This design comes from an exercise in tuning for small area on the open sky130 flow, not from production work.
In this exercise RTL edits were held to simulation tests only and were not proved equivalent to the original.
The flow treats the clock pin as an ideal source, which a real chip does not have.
Power and IR drop assume default switching activity.

Setup of run 1:
==> flow/design.v <==
package bmem_pkg;
    localparam int BEAT_W      = 64;
    localparam int BEATS       = 4;
    localparam int LINE_W      = BEAT_W * BEATS;
    localparam int OFFSET_BITS = 5;
endpackage
module rr_arbiter2 (
    input  logic req_i,
    input  logic req_d,
    input  logic last_d,
    output logic gnt_d,
    output logic any_req
);
    assign gnt_d   = req_d & (~req_i | ~last_d);
    assign any_req = req_i | req_d;
endmodule
module bmem_line_adapter #(
    parameter int ADDR_W = 32,
    parameter int BEAT_W = 64,
    parameter int BEATS  = 4
) (
    input  logic                      clk,
    input  logic                      rst,
    input  logic [ADDR_W-1:0]         i_addr,
    input  logic                      i_read,
    output logic [BEAT_W*BEATS-1:0]   i_rdata,
    output logic                      i_resp,
    input  logic [ADDR_W-1:0]         d_addr,
    input  logic                      d_read,
    input  logic                      d_write,
    input  logic [BEAT_W*BEATS-1:0]   d_wdata,
    output logic [BEAT_W*BEATS-1:0]   d_rdata,
    output logic                      d_resp,
    output logic [ADDR_W-1:0]         bmem_addr,
    output logic                      bmem_read,
    output logic                      bmem_write,
    output logic [BEAT_W-1:0]         bmem_wdata,
    input  logic                      bmem_ready,
    input  logic [ADDR_W-1:0]         bmem_raddr,
    input  logic [BEAT_W-1:0]         bmem_rdata,
    input  logic                      bmem_rvalid
);
    localparam int LINE_W = BEAT_W * BEATS;
    localparam int OFF    = bmem_pkg::OFFSET_BITS;
    logic              wr_q;     
    logic              rdi_q;    
    logic              rdw_q;    
    logic              resp_q;   
    logic              gnt_q;    
    logic [BEATS-1:0]  beat_n;    
    logic              idle;
    logic              gnt_d;
    logic              any_req;
    logic              beat_hit;
    logic              last;
    logic [ADDR_W-1:0] line_addr;
    logic [BEAT_W-1:0] beat_q [BEATS];
    rr_arbiter2 u_arb (
        .req_i   (i_read),
        .req_d   (d_read | d_write),
        .last_d  (gnt_q),
        .gnt_d   (gnt_d),
        .any_req (any_req)
    );
    assign idle      = ~(wr_q | rdi_q | rdw_q | resp_q);
    assign line_addr = {(gnt_q ? d_addr[ADDR_W-1:OFF] : i_addr[ADDR_W-1:OFF]), {OFF{1'b0}}};
    assign beat_hit  = rdw_q & bmem_rvalid & (bmem_raddr == line_addr);
    assign last      = ~beat_n[BEATS-1];
    always_ff @(posedge clk or posedge rst) begin
        if (rst) begin
            wr_q   <= 1'b0;
            rdi_q  <= 1'b0;
            rdw_q  <= 1'b0;
            resp_q <= 1'b0;
            gnt_q  <= 1'b0;
            beat_n  <= {{(BEATS-1){1'b1}}, 1'b0};
        end else begin
            if (idle && any_req) begin
                gnt_q <= gnt_d;
                wr_q  <= gnt_d & d_write;
                rdi_q <= ~(gnt_d & d_write);
            end
            if (wr_q && bmem_ready) begin
                beat_n <= {beat_n[BEATS-2:0], beat_n[BEATS-1]};
                if (last) begin
                    wr_q   <= 1'b0;
                    resp_q <= 1'b1;
                end
            end
            if (rdi_q && bmem_ready) begin
                rdi_q <= 1'b0;
                rdw_q <= 1'b1;
            end
            if (beat_hit) begin
                beat_n <= {beat_n[BEATS-2:0], beat_n[BEATS-1]};
                if (last) begin
                    rdw_q  <= 1'b0;
                    resp_q <= 1'b1;
                end
            end
            if (resp_q)
                resp_q <= 1'b0;
        end
    end
    always_ff @(posedge clk) begin
        for (int k = 0; k < BEATS - 1; k++)
            if (beat_hit && !beat_n[k])
                beat_q[k] <= bmem_rdata;
        beat_q[BEATS-1] <= bmem_rdata;
    end
    always_comb
        for (int k = 0; k < BEATS; k++)
            i_rdata[k*BEAT_W +: BEAT_W] = beat_q[k];
    assign d_rdata    = i_rdata;
    assign i_resp     = resp_q & ~gnt_q;
    assign d_resp     = resp_q & gnt_q;
    assign bmem_read  = rdi_q;
    assign bmem_write = wr_q;
    assign bmem_addr  = line_addr;
    always_comb begin
        bmem_wdata = '1;
        for (int k = 0; k < BEATS; k++)
            bmem_wdata &= d_wdata[k*BEAT_W +: BEAT_W] | {BEAT_W{beat_n[k]}};
    end
endmodule
Settings: LEC_CHECK=0, CAP_MARGIN=20, CORE_AREA=10 10 350 350, DIE_AREA=0 0 360 360, SLEW_MARGIN=20; clock period 5.0 ns.
standard.sh (not shown) runs the stock make flow with config.mk's settings and CLKGATE_MAP_FILE= SYNTH_SCRIPT=/design/flow/synth_recipe.tcl, a recipe that flattens the netlist after the stock synthesis.
==> flow/flow/run.sh <==
#!/bin/bash
# Own layout flow: the standard ORFS flow (standard.sh), with
#  - the port buffers that global placement inserts taken from the smallest
#    buffer cell,
#  - the ports placed on the die's edge in an order that keeps the ports
#    meeting at the same cells together (flow/pins.tcl),
#  - clock tree synthesis clustering more sinks per leaf buffer and adding
#    no dummy loads, and
#  - after CTS, clock buffers upsized only where the flip-flop clock-pin
#    slew needs it (flow/post_cts.tcl).
set -euo pipefail
here=$(cd "$(dirname "${BASH_SOURCE[0]}")" && pwd)
export BUFFER_PORTS_ARGS="-buffer_cell sky130_fd_sc_hd__buf_1"
export CTS_ARGS="-sink_clustering_enable -repair_clock_nets -sink_clustering_size 30 -sink_clustering_max_diameter 100 -buf_list sky130_fd_sc_hd__clkbuf_4 -dont_use_dummy_load"
export PRE_IO_PLACEMENT_TCL="$here/pins.tcl"
export POST_CTS_TCL="$here/post_cts.tcl"
bash standard.sh > standard_flow.log 2>&1
==> flow/flow/post_cts.tcl <==
# Runs at the end of ORFS's CTS step (POST_CTS_TCL). Upsizes each clock buffer
# whose flip-flop clock pins see a slew above the target, one drive step at a
# time, then legalises the placement again. Before that, cells on paths with
# setup slack to spare are downsized (repair_timing -recover_power).
estimate_parasitics -placement
repair_timing -recover_power 100 -verbose
set clk_slew_target [expr {[info exists ::env(CLK_SLEW_TARGET)] ? $::env(CLK_SLEW_TARGET) : 0.122}]
set clk_sizes {sky130_fd_sc_hd__clkbuf_1 sky130_fd_sc_hd__clkbuf_2 sky130_fd_sc_hd__clkbuf_4 sky130_fd_sc_hd__clkbuf_8 sky130_fd_sc_hd__clkbuf_16}
for {set iter 0} {$iter < 4} {incr iter} {
  estimate_parasitics -placement
  set slow [dict create]
  foreach pin [get_pins -hierarchical */CLK] {
    set s [expr {max([get_property $pin slew_max_rise], [get_property $pin slew_max_fall])}]
    if {$s > $clk_slew_target} {
      set net [get_nets -of_objects $pin]
      foreach drv [get_pins -of_objects $net -filter "direction == output"] {
        dict set slow [get_property [get_cells -of_objects $drv] full_name] 1
      }
    }
  }
  if {[dict size $slow] == 0} { break }
  set n 0
  foreach name [dict keys $slow] {
    set inst [[ord::get_db_block] findInst $name]
    set m [[$inst getMaster] getName]
    set i [lsearch $clk_sizes $m]
    if {$i >= 0 && $i < [llength $clk_sizes] - 1} {
      replace_cell [get_cells $name] [lindex $clk_sizes [expr {$i + 1}]]
      incr n
    }
  }
  puts "post_cts: iteration $iter upsized $n clock buffers"
  if {$n == 0} { break }
}
detailed_placement
check_placement -verbose
estimate_parasitics -placement
Other scripts of this flow, unchanged in this note and not shown: flow/flow/pins.tcl
Run 1 finished every step from synthesis to the final layout, and the layout passed the timing, DRC and antenna checks.
For run 2, these inputs were changed with respect to run 1:
- changing CORE_AREA from 10 10 350 350 to 10 10 315 315
- changing DIE_AREA from 0 0 360 360 to 0 0 325 325
--- outcome ---
Relative to run 1, cell depth of the worst setup path has gone down in run 2. In the tables for run 2 and run 1, final standard cell count with taps included and fillers excluded reads lower with run 2. Diff run 1 -> run 2 | horizontal die dimension | down by a little under 10%. Post-route total power: run 2 vs run 1 up about 0.4%. The pin count of the biggest net entering global routing of run 2 exceeds that of run 1 by 1.5%. For the max-slew headroom at the worst pin, run 2 came in 11 points higher than run 1 did. In the flow results for run 2 and run 1, the clock latency at the later pin of the worst-skew pair is larger on run 1. met3 usage in global routing ended up 0.35 points higher on run 2 than on run 1.
Input-level comparison between run 3 and run 2:
- CORE_AREA now 10 10 350 350, was 10 10 315 315
- DIE_AREA now 0 0 360 360, was 0 0 325 325
diff --git a/flow/flow/run.sh b/flow/flow/run.sh
--- a/flow/flow/run.sh
+++ b/flow/flow/run.sh
@@ -12,5 +12,5 @@
 here=$(cd "$(dirname "${BASH_SOURCE[0]}")" && pwd)
 export BUFFER_PORTS_ARGS="-buffer_cell sky130_fd_sc_hd__buf_1"
-export CTS_ARGS="-sink_clustering_enable -repair_clock_nets -sink_clustering_size 30 -sink_clustering_max_diameter 100 -buf_list sky130_fd_sc_hd__clkbuf_4 -dont_use_dummy_load"
+export CTS_ARGS="-sink_clustering_enable -repair_clock_nets -sink_clustering_size 20 -sink_clustering_max_diameter 60 -buf_list sky130_fd_sc_hd__clkbuf_4 -dont_use_dummy_load"
 export PRE_IO_PLACEMENT_TCL="$here/pins.tcl"
 export POST_CTS_TCL="$here/post_cts.tcl"
diff --git a/flow/flow/post_cts.tcl b/flow/flow/post_cts.tcl
--- a/flow/flow/post_cts.tcl
+++ b/flow/flow/post_cts.tcl
@@ -33,4 +33,37 @@
   if {$n == 0} { break }
 }
+# Downsize the remaining logic cells, one drive step at a time, while no
+# max-slew or max-capacitance limit is broken and the setup slack stays
+# above 0.3 ns.
+proc try_downsize {} {
+  set n 0
+  foreach inst [[ord::get_db_block] getInsts] {
+    set m [[$inst getMaster] getName]
+    if {![regexp {^(sky130_fd_sc_hd__[a-z0-9]+)_([0-9]+)$} $m -> base drive]} { continue }
+    if {$drive <= 1 || [string match "*clk*" $base] || [string match "*df*" $base]} { continue }
+    set sizes {}
+    foreach lc [get_lib_cells */${base}_*] {
+      if {[regexp {_([0-9]+)$} [get_name $lc] -> d] && $d < $drive} { lappend sizes $d }
+    }
+    if {[llength $sizes] == 0} { continue }
+    set smaller [lindex [lsort -integer -decreasing $sizes] 0]
+    set name [$inst getName]
+    replace_cell [get_cells $name] ${base}_$smaller
+    estimate_parasitics -placement
+    if {[sta::max_slew_violation_count] > 0 || [sta::max_capacitance_violation_count] > 0 || [sta::worst_slack_cmd max] < 3e-10} {
+      replace_cell [get_cells $name] $m
+    } else {
+      incr n
+    }
+  }
+  estimate_parasitics -placement
+  return $n
+}
+for {set iter 0} {$iter < 4} {incr iter} {
+  set n [try_downsize]
+  puts "post_cts: downsize pass $iter downsized $n cells"
+  if {$n == 0} { break }
+}
+
 detailed_placement
 check_placement -verbose
Findings:
The power density of the placed cells of run 3 is lower than that of run 2.
Run 3 vs run 2, global placer's final weighted congestion went down by about 4%.
Of run 3 and run 2, it is run 3 that has the higher final area.
Summary of run 3 over run 2: non-filler instance count after layout grew by 278, endpoint arrival time on the critical path grew by 0.22 ns, mapped cell area held steady, peak clock frequency supported by timing shrank by 6.6%, area of placed instances grew by about 2.4%.
Compared with run 2, count of filler cells inserted in the layout in run 3 increased by more than a quarter.
Per the comparison of run 3 with run 2, complex-gate fraction of the synthesized area now sits at about the same level, combinational power now sits lower.
#### Input delta (run 4 over run 3)
- CORE_AREA: 10 10 350 350 -> 10 10 390 390
- DIE_AREA: 0 0 360 360 -> 0 0 400 400
diff --git a/flow/flow/run.sh b/flow/flow/run.sh
--- a/flow/flow/run.sh
+++ b/flow/flow/run.sh
@@ -12,5 +12,5 @@
 here=$(cd "$(dirname "${BASH_SOURCE[0]}")" && pwd)
 export BUFFER_PORTS_ARGS="-buffer_cell sky130_fd_sc_hd__buf_1"
-export CTS_ARGS="-sink_clustering_enable -repair_clock_nets -sink_clustering_size 20 -sink_clustering_max_diameter 60 -buf_list sky130_fd_sc_hd__clkbuf_4 -dont_use_dummy_load"
+export CTS_ARGS="-sink_clustering_enable -repair_clock_nets -sink_clustering_size 30 -sink_clustering_max_diameter 100 -buf_list sky130_fd_sc_hd__clkbuf_4 -dont_use_dummy_load"
 export PRE_IO_PLACEMENT_TCL="$here/pins.tcl"
 export POST_CTS_TCL="$here/post_cts.tcl"
diff --git a/flow/flow/post_cts.tcl b/flow/flow/post_cts.tcl
--- a/flow/flow/post_cts.tcl
+++ b/flow/flow/post_cts.tcl
@@ -33,37 +33,4 @@
   if {$n == 0} { break }
 }
-# Downsize the remaining logic cells, one drive step at a time, while no
-# max-slew or max-capacitance limit is broken and the setup slack stays
-# above 0.3 ns.
-proc try_downsize {} {
-  set n 0
-  foreach inst [[ord::get_db_block] getInsts] {
-    set m [[$inst getMaster] getName]
-    if {![regexp {^(sky130_fd_sc_hd__[a-z0-9]+)_([0-9]+)$} $m -> base drive]} { continue }
-    if {$drive <= 1 || [string match "*clk*" $base] || [string match "*df*" $base]} { continue }
-    set sizes {}
-    foreach lc [get_lib_cells */${base}_*] {
-      if {[regexp {_([0-9]+)$} [get_name $lc] -> d] && $d < $drive} { lappend sizes $d }
-    }
-    if {[llength $sizes] == 0} { continue }
-    set smaller [lindex [lsort -integer -decreasing $sizes] 0]
-    set name [$inst getName]
-    replace_cell [get_cells $name] ${base}_$smaller
-    estimate_parasitics -placement
-    if {[sta::max_slew_violation_count] > 0 || [sta::max_capacitance_violation_count] > 0 || [sta::worst_slack_cmd max] < 3e-10} {
-      replace_cell [get_cells $name] $m
-    } else {
-      incr n
-    }
-  }
-  estimate_parasitics -placement
-  return $n
-}
-for {set iter 0} {$iter < 4} {incr iter} {
-  set n [try_downsize]
-  puts "post_cts: downsize pass $iter downsized $n cells"
-  if {$n == 0} { break }
-}
-
 detailed_placement
 check_placement -verbose
[summary]
Looking at the reports, run 4 completed the entire flow and the layout it produced met the timing, DRC and antenna checks. The tapcell count reported for run 4 is greater than that of run 3 by 26%. HPWL reported at the end of detailed placement delta for run 4 relative to run 3: 95 um lower. Relative to run 3, the minimum period implied by the final worst setup slack of run 4 is lower by 0.47 ns. Sequential share of layout area is higher on run 3. Between run 3 and run 4, total number of cells along the worst setup path decreased. Going from run 3 to run 4, final wirelength shrinks by 270 um. Comparing run 3 and run 4, the higher worst-case reg-to-reg path depth was measured on run 3. The final reports for run 4 and run 3 show utilization lower in the former. Run 4: core box area is about 25% higher than what run 3 reported. Run 3 was routed with more vias than run 4.

-- what the ideal ports hide --
In the flow no input, the clock included, has a driving cell. The finished layouts below were timed again as built, in two steps.
Step 1 assumes that a clkbuf_16 drives the clock port and a buf_2 every other input.
Step 2 adds t to the input delays and takes it off the output delays; t is the mean of the earliest and latest rising clock arrival at the registers after step 1. Input paths then give back, and output paths get back, about the clock's delay inside the block.
Slacks: no drivers / after step 1 / after step 2; pairs: no drivers / after step 1.
run	shift t [ns]	setup WS [ns]	latest minus earliest clock arrival (ns)	worst slew at a driven data input, ns
run 1	0.757	1.138 / 1.138 / 1.138	0.072 / 0.072	0.05
run 2	0.740	1.186 / 1.186 / 1.186	0.035 / 0.035	0.06
run 3	0.745	0.915 / 0.915 / 0.915	0.084 / 0.084	0.05
run 4	0.773	1.388 / 1.358 / 1.316	0.094 / 0.094	0.05
After both steps every run listed still meets setup and hold. The setup slack of run 4, which loses most, moves by -0.030 ns with the drivers and by -0.072 ns with both steps.
